Source: an optimization exercise on an open RTL-to-GDS flow (aim: small area, a short achievable clock period and few clock cycles per item). Production flows keep margins and buffers that such runs may drop. Only simulation tests tie the RTL to the original design; equivalence was not proved. Power and IR drop assume default switching activity.

### design/flow/config.mk
export PLATFORM = sky130hd
export DESIGN_NAME = tetris_color_grid
export DESIGN_NICKNAME = tetris_color_grid
export VERILOG_FILES = /design/flow/design.v
export SDC_FILE = /design/flow/constraint.sdc
export NUM_CORES = 4
export LEC_CHECK = 0
export CAP_MARGIN = 20
export CORE_MARGIN = 2
export CORE_UTILIZATION = 40
export SLEW_MARGIN = 20
### design/flow/design.v
package grid_pkg;
    localparam int GRID_COLS  = 10;
    localparam int GRID_ROWS  = 20;
    localparam int GRID_CELLS = GRID_COLS * GRID_ROWS;
    typedef logic [7:0] cell_idx_t;
    typedef logic [4:0] row_idx_t;
    typedef logic [3:0] col_idx_t;
    typedef logic [GRID_ROWS-1:0] row_mask_t;
    localparam cell_idx_t CELL_NONE = 8'd255;
endpackage
package piece_pkg;
    typedef enum logic [2:0] {
        PIECE_NONE   = 3'd0,
        PIECE_SQUARE = 3'd1,
        PIECE_BAR    = 3'd2,
        PIECE_S      = 3'd3,
        PIECE_Z      = 3'd4,
        PIECE_L      = 3'd5,
        PIECE_J      = 3'd6,
        PIECE_T      = 3'd7
    } piece_type_t;
    typedef logic [1:0] rotation_t;
    typedef logic [2:0] color_t;
endpackage
module piece_cell_decoder (
    input  piece_pkg::piece_type_t piece_type,
    input  piece_pkg::rotation_t   rotation,
    input  grid_pkg::cell_idx_t    location,
    output grid_pkg::cell_idx_t    cell_0,
    output grid_pkg::cell_idx_t    cell_1,
    output grid_pkg::cell_idx_t    cell_2,
    output grid_pkg::cell_idx_t    cell_3
);
    logic signed [5:0] off_0, off_1, off_2, off_3;
    logic              shape_ok;
    function automatic grid_pkg::cell_idx_t offset_cell(
        input logic [7:0]        loc,
        input logic signed [5:0] delta
    );
        logic signed [9:0] sum;
        sum = $signed({2'b00, loc}) + {{4{delta[5]}}, delta};
        if (sum < 0 || sum > 255) begin
            offset_cell = grid_pkg::CELL_NONE;
        end else begin
            offset_cell = sum[7:0];
        end
    endfunction
    always_comb begin
        off_0    = 6'sd0;
        off_1    = 6'sd0;
        off_2    = 6'sd0;
        off_3    = 6'sd0;
        shape_ok = 1'b1;
        case (piece_type)
            piece_pkg::PIECE_SQUARE: begin
                off_0 = 0; off_1 = 1; off_2 = -10; off_3 = -9;
            end
            piece_pkg::PIECE_BAR: begin
                if (rotation[0]) begin
                    off_0 = 10; off_1 = 0; off_2 = -10; off_3 = -20;
                end else begin
                    off_0 = 0; off_1 = -1; off_2 = 1; off_3 = 2;
                end
            end
            piece_pkg::PIECE_S: begin
                if (rotation[0]) begin
                    off_0 = 0; off_1 = -10; off_2 = -9; off_3 = -19;
                end else begin
                    off_0 = 0; off_1 = 1; off_2 = -10; off_3 = -11;
                end
            end
            piece_pkg::PIECE_Z: begin
                if (rotation[0]) begin
                    off_0 = 1; off_1 = -9; off_2 = -10; off_3 = -20;
                end else begin
                    off_0 = 0; off_1 = 1; off_2 = -9; off_3 = -8;
                end
            end
            piece_pkg::PIECE_L: begin
                case (rotation)
                    2'd0:    begin off_0 = 0; off_1 = -10; off_2 = -20; off_3 = -19; end
                    2'd1:    begin off_0 = 0; off_1 = 1;   off_2 = 2;   off_3 = -10; end
                    2'd2:    begin off_0 = 0; off_1 = 1;   off_2 = -9;  off_3 = -19; end
                    default: begin off_0 = 2; off_1 = -8;  off_2 = -9;  off_3 = -10; end
                endcase
            end
            piece_pkg::PIECE_J: begin
                case (rotation)
                    2'd0:    begin off_0 = 0;  off_1 = -10; off_2 = -20; off_3 = -21; end
                    2'd1:    begin off_0 = -1; off_1 = -11; off_2 = -10; off_3 = -9;  end
                    2'd2:    begin off_0 = 0;  off_1 = -1;  off_2 = -11; off_3 = -21; end
                    default: begin off_0 = -1; off_1 = 0;   off_2 = 1;   off_3 = -9;  end
                endcase
            end
            piece_pkg::PIECE_T: begin
                case (rotation)
                    2'd0:    begin off_0 = 0; off_1 = -1; off_2 = 1;   off_3 = -10; end
                    2'd1:    begin off_0 = 0; off_1 = 10; off_2 = -10; off_3 = -1;  end
                    2'd2:    begin off_0 = 0; off_1 = 10; off_2 = 1;   off_3 = -1;  end
                    default: begin off_0 = 0; off_1 = 10; off_2 = -10; off_3 = 1;   end
                endcase
            end
            default: begin
                shape_ok = 1'b0;
            end
        endcase
        if (shape_ok) begin
            cell_0 = offset_cell(location, off_0);
            cell_1 = offset_cell(location, off_1);
            cell_2 = offset_cell(location, off_2);
            cell_3 = offset_cell(location, off_3);
        end else begin
            cell_0 = grid_pkg::CELL_NONE;
            cell_1 = grid_pkg::CELL_NONE;
            cell_2 = grid_pkg::CELL_NONE;
            cell_3 = grid_pkg::CELL_NONE;
        end
    end
endmodule
module grid_update_fsm (
    input  logic                   clk,
    input  logic                   rst_n,
    input  logic                   place,
    input  piece_pkg::piece_type_t piece_type,
    input  piece_pkg::rotation_t   rotation,
    input  grid_pkg::cell_idx_t    location,
    input  logic                   clear,
    input  grid_pkg::row_mask_t    full_rows,
    input  grid_pkg::cell_idx_t    cell_0,
    input  grid_pkg::cell_idx_t    cell_1,
    input  grid_pkg::cell_idx_t    cell_2,
    input  grid_pkg::cell_idx_t    cell_3,
    input  piece_pkg::color_t      scan_data,
    output piece_pkg::piece_type_t held_type,
    output piece_pkg::rotation_t   held_rotation,
    output grid_pkg::cell_idx_t    held_location,
    output logic                   busy,
    output logic                   wr_en,
    output grid_pkg::cell_idx_t    wr_addr,
    output piece_pkg::color_t      wr_data,
    output grid_pkg::cell_idx_t    scan_addr
);
    typedef enum logic [1:0] {
        ST_IDLE,
        ST_WRITE_PIECE,
        ST_COMPACT,
        ST_FILL
    } grid_state_t;
    localparam grid_pkg::row_idx_t LAST_ROW = grid_pkg::GRID_ROWS - 1;
    localparam grid_pkg::row_idx_t END_ROW  = grid_pkg::GRID_ROWS;
    localparam grid_pkg::col_idx_t LAST_COL = grid_pkg::GRID_COLS - 1;
    grid_state_t         state;
    logic [1:0]          piece_step;
    grid_pkg::row_idx_t  read_row;
    grid_pkg::row_idx_t  write_row;
    grid_pkg::col_idx_t  col;
    grid_pkg::row_mask_t held_rows;
    grid_pkg::cell_idx_t cur_cell;
    logic                row_masked;
    function automatic grid_pkg::cell_idx_t cell_at(
        input grid_pkg::row_idx_t row,
        input grid_pkg::col_idx_t column
    );
        logic [7:0] idx;
        idx = row * 8'd10 + column;
        cell_at = idx;
    endfunction
    always_ff @(posedge clk) begin
        if (state == ST_IDLE && place) begin
            held_type     <= piece_type;
            held_rotation <= rotation;
            held_location <= location;
        end else if (state == ST_IDLE && clear) begin
            held_rows <= full_rows;
        end
    end
    always_ff @(posedge clk or negedge rst_n) begin
        if (!rst_n) begin
            state      <= ST_IDLE;
            piece_step <= '0;
            read_row   <= '0;
            write_row  <= '0;
            col        <= '0;
        end else begin
            case (state)
                ST_IDLE: begin
                    if (place) begin
                        state      <= ST_WRITE_PIECE;
                        piece_step <= '0;
                    end else if (clear) begin
                        state     <= ST_COMPACT;
                        read_row  <= '0;
                        write_row <= '0;
                        col       <= '0;
                    end
                end
                ST_WRITE_PIECE: begin
                    piece_step <= piece_step + 2'd1;
                    if (piece_step == 2'd3) begin
                        state <= ST_IDLE;
                    end
                end
                ST_COMPACT: begin
                    if (row_masked || col == LAST_COL) begin
                        col      <= '0;
                        read_row <= read_row + 5'd1;
                        if (!row_masked) begin
                            write_row <= write_row + 5'd1;
                        end
                        if (read_row == LAST_ROW) begin
                            state <= ST_FILL;
                        end
                    end else begin
                        col <= col + 4'd1;
                    end
                end
                ST_FILL: begin
                    if (write_row == END_ROW) begin
                        state <= ST_IDLE;
                    end else if (col == LAST_COL) begin
                        col       <= '0;
                        write_row <= write_row + 5'd1;
                    end else begin
                        col <= col + 4'd1;
                    end
                end
                default: state <= ST_IDLE;
            endcase
        end
    end
    always_comb begin
        case (piece_step)
            2'd0:    cur_cell = cell_0;
            2'd1:    cur_cell = cell_1;
            2'd2:    cur_cell = cell_2;
            default: cur_cell = cell_3;
        endcase
    end
    assign row_masked = held_rows[read_row];
    assign scan_addr  = cell_at(read_row, col);
    assign busy       = (state != ST_IDLE);
    always_comb begin
        wr_en   = 1'b0;
        wr_addr = cell_at(write_row, col);
        wr_data = '0;
        case (state)
            ST_WRITE_PIECE: begin
                wr_en   = (cur_cell < 8'd200);
                wr_addr = cur_cell;
                wr_data = held_type;
            end
            ST_COMPACT: begin
                wr_en   = !row_masked;
                wr_data = scan_data;
            end
            ST_FILL: begin
                wr_en = (write_row != END_ROW);
            end
            default: ;
        endcase
    end
endmodule
module color_grid_ram (
    input  logic                clk,
    input  logic                rst_n,
    input  logic                wr_en,
    input  grid_pkg::cell_idx_t wr_addr,
    input  piece_pkg::color_t   wr_data,
    input  grid_pkg::cell_idx_t read_addr,
    output piece_pkg::color_t   read_data,
    input  grid_pkg::cell_idx_t scan_addr,
    output piece_pkg::color_t   scan_data
);
    localparam grid_pkg::cell_idx_t CELL_END = 8'd200;
    piece_pkg::color_t              mem [grid_pkg::GRID_CELLS];
    logic [grid_pkg::GRID_CELLS-1:0] written;
    always_ff @(posedge clk) begin
        if (wr_en && wr_addr < CELL_END) begin
            mem[wr_addr] <= wr_data;
        end
    end
    always_ff @(posedge clk or negedge rst_n) begin
        if (!rst_n) begin
            written <= '0;
        end else if (wr_en && wr_addr < CELL_END) begin
            written[wr_addr] <= 1'b1;
        end
    end
    assign read_data = (read_addr < CELL_END && written[read_addr]) ? mem[read_addr] : '0;
    assign scan_data = (scan_addr < CELL_END && written[scan_addr]) ? mem[scan_addr] : '0;
endmodule
module tetris_color_grid (
    input  logic                   clk,
    input  logic                   rst_n,
    input  logic                   place,
    input  piece_pkg::piece_type_t piece_type,
    input  piece_pkg::rotation_t   rotation,
    input  grid_pkg::cell_idx_t    location,
    input  logic                   clear,
    input  grid_pkg::row_mask_t    full_rows,
    output logic                   busy,
    input  grid_pkg::cell_idx_t    read_addr,
    output piece_pkg::color_t      read_data
);
    piece_pkg::piece_type_t held_type;
    piece_pkg::rotation_t   held_rotation;
    grid_pkg::cell_idx_t    held_location;
    grid_pkg::cell_idx_t    cell_0;
    grid_pkg::cell_idx_t    cell_1;
    grid_pkg::cell_idx_t    cell_2;
    grid_pkg::cell_idx_t    cell_3;
    logic                   wr_en;
    grid_pkg::cell_idx_t    wr_addr;
    piece_pkg::color_t      wr_data;
    grid_pkg::cell_idx_t    scan_addr;
    piece_pkg::color_t      scan_data;
    piece_cell_decoder decode_i (
        .piece_type (held_type),
        .rotation   (held_rotation),
        .location   (held_location),
        .cell_0     (cell_0),
        .cell_1     (cell_1),
        .cell_2     (cell_2),
        .cell_3     (cell_3)
    );
    grid_update_fsm execute_i (
        .clk           (clk),
        .rst_n         (rst_n),
        .place         (place),
        .piece_type    (piece_type),
        .rotation      (rotation),
        .location      (location),
        .clear         (clear),
        .full_rows     (full_rows),
        .cell_0        (cell_0),
        .cell_1        (cell_1),
        .cell_2        (cell_2),
        .cell_3        (cell_3),
        .scan_data     (scan_data),
        .held_type     (held_type),
        .held_rotation (held_rotation),
        .held_location (held_location),
        .busy          (busy),
        .wr_en         (wr_en),
        .wr_addr       (wr_addr),
        .wr_data       (wr_data),
        .scan_addr     (scan_addr)
    );
    color_grid_ram result_i (
        .clk       (clk),
        .rst_n     (rst_n),
        .wr_en     (wr_en),
        .wr_addr   (wr_addr),
        .wr_data   (wr_data),
        .read_addr (read_addr),
        .read_data (read_data),
        .scan_addr (scan_addr),
        .scan_data (scan_data)
    );
endmodule
### design/flow/constraint.sdc
create_clock -name core_clock -period 7.0 [get_ports {clk}]
set_input_delay 1.4000 -clock core_clock [delete_from_list [all_inputs] [get_ports {clk}]]
set_output_delay 1.4000 -clock core_clock [all_outputs]
set_load 0.01 [all_outputs]
### design/flow/run.sh
#!/bin/bash
# synth_recipe.tcl (not shown) runs the flow's synth.tcl, then flattens the netlist and writes it again
# the make line also repeats each setting of config.mk as NAME=value (left out here)
make -C /OpenROAD-flow-scripts/flow DESIGN_CONFIG=/design/flow/config.mk WORK_HOME=/design/flow/orfs CLKGATE_MAP_FILE= SYNTH_SCRIPT=/design/flow/synth_recipe.tcl finish
==> flow_summary.ini <==
[run_status]
status = timing/DRC/antenna clean

[run]
maxCapViolCount = 0

[cts]
ctsHoldBuffers = 0
cts_resized = 0
cts.sinks = 851
root_buffer = clkbuf_16
cts.htree.levels = 3
cts_tree = built
cts_made_buffers = 91
cts.clk_slew.worst_paths_ns = 0.06
clock_path_buffers = 3
post_cts_buffers = 0
clkLatencyLatePin_ns = 0.69

[floorplanning]
die_h_um = 340
ios = 49
start_util_pct = 40.2
core_sq_mm = 0.112
die_w_um = 340
num_rows = 123
dieArea_sq_mm = 0.116

[worst_setup_path]
path_class = flip-flop to flip-flop
cpMaxStageDelayCell = a31oi_1
r2r-end = result_i.written[137]
critPathCaptureType = flip-flop
r2r_slack_ns = 0.24
worstPathRequired_ns = 7.61
r2r_start = execute_i.held_rotation[0]
path_cells = inv_1 -> ha_1 -> nor2_1 -> or2_2 -> a31oi_1 -> o21a_1 -> inv_1 -> fa_1 -> nor2b_1 -> o31ai_1 -> a31oi_1 -> a2111oi_0 -> a31oi_1 -> o31ai_1 -> a221oi_2 -> buf_4 -> inv_2 -> ha_1 -> inv_1 -> xnor2_1 -> buf_4 -> and3_1 -> and2_1 -> a31o_1
critical_path.max_stage_delay_ns = 0.67
critical_path.max_fanout = 15
cp.arrival_ns = 7.37
ff2ff_path_depth = 24
cp-start-kind = flip-flop

[timing]
setup_viol = 0
max_freq_mhz = 148
worst_slack_ns = 0.242
finalClockSkew_ns = 0.0487
fin_setup_tns_ns = 0
timing.final.crit_period_ns = 6.76
period_share_pct = 96.5
slew_violations = 0
worstMarginPinSlew_ns = 1.10
hold_slack_ns = 0.472
hold_violations = 0
rsz0062_at_grt = no
slew-limit-headroom_pct = 26.5

[drt]
wirelength_mm = 129
drt_iter0_drc = 3274
post_drt_wl_per_cell_um = 28.9
drt_drc_violations_left = 0
ant_nets = 0
num_vias = 28600
drtPass1Iterations = 8
drt-vias-per-instance = 6.41

[yosys]
syn-cell-area_sq_mm = 0.0452
synth_edf_count = 633
netlist_instances = 2851
yosys.area.top_type_share_pct = 42.1
synthTopCellsByArea = edfxtp_1, mux4_2, dfrtp_1, nor2_1, ha_1
synth_most_common_cell = edfxtp_1
synthArstFlopShare_pct = 25.6
ys_warn_count = 3
ys_seq_area_share_pct = 54.1
synth_seq_cells = 851
ys_top_cells_by_count = edfxtp_1, mux4_2, nor2_1
syn-num-nets = 2981
dominantRegCellSynth = edfxtp_1
synth_top_area_cell = edfxtp_1
avgSynthCellArea_sq_um = 15.9
ys_types = 93

[layout]
regArea_sq_mm = 0.0245
nFillCells = 9667
area_growth_pct = 12.7
multi_input_area_sq_mm = 0.0197
drive_gt1_share_pct = 29.9
fin_nets = 3016
num_antenna_cells = 0

[placement]
pre_cts_ws_ns = 0.413
place_congestion = 0.918
numPortBuffers = 48
dp_hpwl_mm = 84.1

[min_path]
holdPathStages = 1
min_to = result_i.written[50]
hold_path.class = flip-flop to flip-flop
hp-start = result_i.written[50]

[global_route]
grt_pass1_wl_mm = 194
first_global_vias = 29600
grtUsageTotal_pct = 22.2
gr-total-overflow = 0
grt_max_degree = 201
antenna_found_initial = 1

[pwr]
peakVddDrop_uv = 473
leakage_uw = 0.0179
power_density_mw_per_mm2 = 425
==> layer usage <==
layer  wire (um)  global-route usage, %  share of wire, %
met2       63700                   36.9                49
met1       50500                   29.8                39
met3       10200                   3.64               7.9
met4        4460                   7.98               3.5
met5           0                      0                 0
==> cell families after synthesis <==
family | share of synthesized area, %
and+or+nand+nor | 5.97
muxes | 26.3
buffers and inverters | 2.49
adders and majority gates | 2.49
DFF | 54.1
AOI/OAI and AO/OA | 7.93
xor gates and xnor gates | 0.678
==> worst max-delay path by stage <==
| stage | end | start | cells past startpoint | slack (ns) |
|---|---|---|---|---|
| CTS | result_i.written[137] | execute_i.held_rotation[0] | 24 | 0.40 |
| floorplan | read_data[1] | read_addr[0] | 11 | 1.08 |
| global route | result_i.written[78] | execute_i.held_rotation[0] | 19 | 0.02 |
| detailed placement | result_i.mem[73][1] | execute_i.held_rotation[0] | 23 | 0.41 |
| finish | result_i.written[137] | execute_i.held_rotation[0] | 24 | 0.24 |
| global placement | result_i.mem[105][2] | execute_i.held_rotation[0] | 23 | 0.44 |
==> cell usage in the layout, fill, tap and decap left out, types with 21 or more instances in the layout <==
cell,synthesis,final
nand2_1,103,103
edfxtp_1,633,633
a31o_1,21,21
buf_4,2,92
o21bai_1,67,67
a211oi_1,25,24
o21ai_0,60,60
and2_1,21,21
dfrtp_1,218,217
buf_12,0,21
mux2i_1,35,35
clkinv_2,0,27
clkbuf_16,0,91
mux4_2,507,507
inv_1,44,44
xnor2_1,23,21
clkdlybuf4s50_1,0,44
nand3_1,27,27
a21o_1,70,70
a31o_2,55,55
nor2_1,275,275
ha_1,77,76
a21oi_1,60,60
nor2b_1,37,34
==> flip-flops by register name (all words and copies together), names as in the netlist <==
register	flops
execute_i.held_rows	20
result_i.written	200
execute_i.piece_step	2
execute_i.col	4
execute_i.held_location	8
execute_i.write_row	5
execute_i.read_row	5
result_i.mem	600
execute_i.state	2
execute_i.held_type	3
execute_i.held_rotation	2
==> worst max-delay path: cells and delay by family, from the launching register on <==
| kind | cells | cell delay [ns] |
|---|---|---|
| and+or+nand+nor | 5 | 1.68 |
| DFF | 1 | 0.60 |
| adders and majority gates | 3 | 0.93 |
| xor gates and xnor gates | 1 | 0.17 |
| AOI/OAI and AO/OA | 9 | 2.27 |
| buffers and inverters | 6 | 1.03 |
==> power breakdown <==
part	switching [uW]	internal, uW
clock network	2110	2780
logic	6190	3770
registers	452	6330
==> layout make-up <==
type / count / area share [%]
multi-input combinational: 1730 / 38.7
clock buffer: 106 / 4.66
tap: 1500 / 3.69
clock inverter: 60 / 1.29
sequential: 851 / 48.1
timing repair buffer: 162 / 3.19
inverter: 50 / 0.371
==> per-stage QoR <==
step / total power, uW / cells / cell area [sq um] / utilization (%)
after floorplan: 13000 / 2851 / 45200 / -
after global placement: 16500 / 4292 / 47800 / 42.6
after detailed placement: 16700 / 4292 / 47800 / 42.6
after CTS: 21600 / 4458 / 50900 / 45.3
after global routing: 22500 / 4459 / 50900 / 45.3
final: 21600 / 4459 / 50900 / 45.3
Testbench counts, summed over its fixed seeds: cycles 48,397, commands 960.

separate check: timing with driven ports:
Ports are ideal in the flow. The routed layout listed here was re-timed in OpenROAD. Step 1 assumes that a clkbuf_16 drives the clock port and a buf_2 every other input. Step 2, shift: input delay + t, output delay - t, t = (earliest + latest rising clock arrival at the registers) / 2. This alone moves slack from input paths to output paths. Three values: no drivers, after step 1, after step 2; two values: the first two.
shift t [ns]: 0.736
setup slack, ns: 0.242 / 0.242 / 0.242
worst hold slack (ns): 0.472 / 0.472 / 0.472
worst slew at a driven data input, ns: 0.06
cell pins on the clock port's net: 1
After both steps this run still meets setup and hold. For this run, drivers alone change the setup slack by 0.000 ns; drivers and shift together by 0.000 ns.
